Source: an optimization exercise on an open RTL-to-GDS flow (aim: small area, a short achievable clock period and few clock cycles per item). Production flows keep margins and buffers that such runs may drop.
At most, simulation tests tie the RTL to the original design; equivalence was not proved.
No activity file was given, so power comes from the tool's default toggle rates.

the previous run:
## solar_load_shift_decision
module solar_load_shift_decision #(
	parameter int HISTORY_DEPTH = slsd_pkg::HISTORY_DEPTH_DEF,
	parameter int RING_TAPS     = slsd_pkg::RING_TAPS_DEF
) (
	input  logic                            clk,
	input  logic                            arst_n,
	input  logic                            wr_en,
	input  logic [slsd_pkg::CFG_IDX_W-1:0]  wr_index,
	input  logic [slsd_pkg::CFG_DATA_W-1:0] wr_data,
	input  logic                            sample_valid,
	output logic                            sample_ready,
	input  logic [slsd_pkg::LOAD_W-1:0]     sample_load_power,
	input  logic [slsd_pkg::SOLAR_W-1:0]    sample_solar_power,
	input  logic [slsd_pkg::DELTA_W-1:0]    sample_solar_energy_delta,
	input  logic [slsd_pkg::HOUR_W-1:0]     sample_hour,
	output logic                            result_valid,
	input  logic                            result_ready,
	output logic                            result_run_loads,
	output logic [slsd_pkg::DEV_W-1:0]      result_plug_count,
	output logic [slsd_pkg::EST_W-1:0]      result_solar_estimate
);
Settings: LEC_CHECK=0, CAP_MARGIN=20, CORE_MARGIN=2, CORE_UTILIZATION=55, SETUP_SLACK_MARGIN=4.5, SLEW_MARGIN=20, SYNTH_MEMORY_MAX_BITS=8192; clock period 7.5 ns.
standard.sh (not shown) runs the stock make flow with config.mk's settings and CLKGATE_MAP_FILE= SYNTH_SCRIPT=/design/flow/synth_recipe.tcl, a recipe that flattens the netlist after the stock synthesis.
==> flow/flow/run.sh <==
#!/bin/bash
# The standard layout (standard.sh, its synthesis unchanged) with these settings changed:
# - the port buffers are sky130_fd_sc_hd__buf_4 instead of the delay buffer buffer_ports picks
#   by itself (every port still gets its own buffer);
# - timing repair may resize cells across footprints;
# - clock tree synthesis clusters up to 25 sinks within 80 um per leaf buffer and inserts no
#   dummy loads (the tree is still one balanced tree from the clock port).
# Every tool's output goes to orfs/logs/ as usual; make's own output goes to flow.log here.
set -euo pipefail
bash standard.sh \
	"BUFFER_PORTS_ARGS=-buffer_cell sky130_fd_sc_hd__buf_4" \
	MATCH_CELL_FOOTPRINT=0 \
	"CTS_ARGS=-sink_clustering_enable -repair_clock_nets -dont_use_dummy_load -sink_clustering_size 25 -sink_clustering_max_diameter 80" \
	finish > flow.log 2>&1
#### Input delta (the current run over the previous run)
diff --git a/flow/design.v b/flow/design.v
--- a/flow/design.v
+++ b/flow/design.v
@@ -42,17 +42,17 @@
 	input  logic [WIDTH-1:0]        wdata,
 	output logic [WIDTH-1:0]        rdata
 );
 	localparam int M     = DEPTH / TAPS;
 	localparam int TAP_W = $clog2(TAPS);
 	logic [DEPTH*WIDTH-1:0] q;
 	for (genvar i = 0; i < DEPTH; i++) begin : g_ent
 		localparam int PREV = (i + DEPTH - 1) % DEPTH;
-		if ((i % M) == 0) begin : g_tap
+		if ((i % M) == 1) begin : g_tap
 			always_ff @(posedge clk) begin
 				if (wr && tap == TAP_W'(i / M))
 					q[i*WIDTH +: WIDTH] <= wdata;
 				else
 					q[i*WIDTH +: WIDTH] <= q[PREV*WIDTH +: WIDTH];
 			end
 		end else begin : g_pass
 			always_ff @(posedge clk) begin
@@ -129,35 +129,38 @@
 	localparam int Z_W    = SUM_W + 4;               
 	localparam int RES_W  = 1 + slsd_pkg::DEV_W + slsd_pkg::EST_W;
 	localparam int DIV_W  = slsd_pkg::DIV_IN_W;
 	localparam int DIVBY  = slsd_pkg::DIV_BY;
 	logic [slsd_pkg::HOUR_W-1:0]  cheap_start_q;
 	logic [slsd_pkg::HOUR_W-1:0]  cheap_end_q;
 	logic [slsd_pkg::SOLAR_W-1:0] threshold_q;
 	logic [slsd_pkg::DEV_W-1:0]   max_devices_q;
+	logic [slsd_pkg::SOLAR_W+1:0] thr3_q;
 	always_ff @(posedge clk or negedge arst_n) begin
 		if (!arst_n) begin
 			cheap_start_q <= slsd_pkg::CHEAP_START_RST;
 			cheap_end_q   <= slsd_pkg::CHEAP_END_RST;
 			threshold_q   <= slsd_pkg::THRESHOLD_RST;
+			thr3_q        <= (slsd_pkg::SOLAR_W + 2)'(slsd_pkg::THRESHOLD_RST) * (slsd_pkg::SOLAR_W + 2)'(3);
 			max_devices_q <= slsd_pkg::MAX_DEVICES_RST;
 		end else if (wr_en) begin
 			case (wr_index)
 				slsd_pkg::REG_CHEAP_START:     cheap_start_q <= wr_data[slsd_pkg::HOUR_W-1:0];
 				slsd_pkg::REG_CHEAP_END:       cheap_end_q   <= wr_data[slsd_pkg::HOUR_W-1:0];
-				slsd_pkg::REG_SOLAR_THRESHOLD: threshold_q   <= wr_data[slsd_pkg::SOLAR_W-1:0];
+				slsd_pkg::REG_SOLAR_THRESHOLD: begin
+					threshold_q <= wr_data[slsd_pkg::SOLAR_W-1:0];
+					thr3_q      <= ((slsd_pkg::SOLAR_W + 2)'(wr_data[slsd_pkg::SOLAR_W-1:0]) << 1) +
+						(slsd_pkg::SOLAR_W + 2)'(wr_data[slsd_pkg::SOLAR_W-1:0]);
+				end
 				slsd_pkg::REG_MAX_DEVICES:     max_devices_q <= wr_data[slsd_pkg::DEV_W-1:0];
 				default: ;
 			endcase
 		end
 	end
-	logic [slsd_pkg::SOLAR_W+1:0] thr3_q;
-	always_ff @(posedge clk)
-		thr3_q <= ((slsd_pkg::SOLAR_W + 2)'(threshold_q) << 1) + (slsd_pkg::SOLAR_W + 2)'(threshold_q);
 	localparam int CAP   = 5;
 	localparam int QD    = CAP - 1;
 	localparam int CNT_W = $clog2(CAP + 1);
 	localparam int QP_W  = $clog2(QD);
 	logic              ready_q;
 	logic              v1_q, v2_q, v3_q;
 	logic [CNT_W-1:0]  cnt_q;
 	logic [PH_W-1:0]   ph_q;
@@ -239,28 +242,16 @@
 		end
 	end
 	logic [TAP_W-1:0] rtap;
 	logic [DW-1:0]    old_pre_q;
 	assign rtap = (ph_q == PH_W'(M - 1)) ? ((tap_q == TAP_W'(RING_TAPS - 1)) ? '0 : tap_q + 1'b1) :
 		tap_q;
 	always_ff @(posedge clk)
 		old_pre_q <= ring_old;
-	slsd_ring #(
-		.DEPTH (HISTORY_DEPTH),
-		.WIDTH (DW),
-		.TAPS  (RING_TAPS)
-	) u_ring (
-		.clk   (clk),
-		.wr    (accept),
-		.tap   (tap_q),
-		.rtap  (rtap),
-		.wdata (dsat0),
-		.rdata (ring_old)
-	);
 	logic [NDIG-1:0] bone0, btwo0, bneg0;
 	always_comb begin
 		logic [F5_W+2:0] f;
 		logic [2:0]      g;
 		f = {2'b00, fill5_q, 1'b0};
 		for (int k = 0; k < NDIG; k++) begin
 			g        = f[2*k +: 3];
 			bone0[k] = g[1] ^ g[0];
@@ -305,16 +296,28 @@
 		bneg1    <= bneg0;
 		fill1    <= fill_q;
 		y1       <= y0;
 		above1   <= above0;
 		boost1   <= boost0;
 		cheap1   <= cheap0;
 		surplus1 <= surplus0;
 	end
+	slsd_ring #(
+		.DEPTH (HISTORY_DEPTH),
+		.WIDTH (DW),
+		.TAPS  (RING_TAPS)
+	) u_ring (
+		.clk   (clk),
+		.wr    (v1_q),
+		.tap   (tap_q),
+		.rtap  (rtap),
+		.wdata (delta1),
+		.rdata (ring_old)
+	);
 	logic [DD6_W-1:0] dd1;
 	always_comb begin
 		logic [DD6_W-1:0] x, y, z, u, w;
 		x = DD6_W'(delta1) << 2;
 		y = DD6_W'(delta1) << 1;
 		z = ~(DD6_W'(old6_1));
 		u = x ^ y ^ z;
 		w = ((x & y) | (x & z) | (y & z)) << 1;
@@ -373,17 +376,17 @@
 		cheap2   <= cheap1;
 		surplus2 <= surplus1;
 	end
 	logic [S6_W-1:0] s6_q;
 	always_ff @(posedge clk or negedge arst_n) begin
 		if (!arst_n) begin
 			s6_q <= '0;
 		end else begin
-			s6_q <= s6_q + (v2_q ? S6_W'($signed(dd2)) : '0);
+			s6_q <= s6_q + (v2_q ? {{(S6_W-DD6_W){dd2[DD6_W-1]}}, dd2} : '0);
 		end
 	end
 	logic [Z_W-1:0] u2, w2;
 	logic           rise2;
 	always_comb begin
 		logic [Z_W-1:0] x, y, z;
 		x = Z_W'(s6_q);
 		y = ~pc2;
[summary]
Global-route usage over all layers, the previous run and the current run: higher on the current run
From the previous run to the current run the numbers moved as follows: sequential share of cell area went up by 0.15 points; part of the total power dissipated in the clock network went down by 1.8 points; switching power summed over all nets went up by 20%; fill cell total of the finished layout went up by 78; multi-input gate area in the final layout went down by 0.79%.
Relative to the previous run, maximum frequency has decreased by about 5% in the current run.
Any difference in fraction of the yosys area taken by sequential cells between the current run and the previous run is small enough to ignore.
Looking at total met2 wirelength after detailed routing, the current run sits above the previous run.
Testbench counts of the current run, summed over its fixed seeds: cycles 9,235, items 9,000.
Only the layout flow was run in the previous run; the RTL was not checked for function there.

-- re-timing with driven ports --
The results above use ideal ports. As a check the final layouts listed here were re-extracted and re-timed, cells and wires unchanged.
Step 1 sets driving cells, clkbuf_16 on the clock port and buf_2 on the other inputs (assumed; they add their load-dependent delay and slew).
Step 2 also shifts input and output timing later by t, the mid clock arrival at the registers, as if the neighbouring blocks saw the same clock.
Slacks: no drivers / after step 1 / after step 2; pairs: no drivers / after step 1.
| run | t, ns | setup slack, ns | worst setup path after step 2 | worst slew at a driven data input, ns |
|---|---|---|---|---|
| the previous run | 0.970 | 4.470 / 4.441 / 3.601 | input to register | 0.21 |
| the current run | 0.965 | 4.302 / 4.302 / 3.596 | input to register | 0.10 |
After both steps every run listed still meets setup and hold. The setup slack of the previous run, which loses most, moves by -0.029 ns with the drivers and by -0.869 ns with both steps.
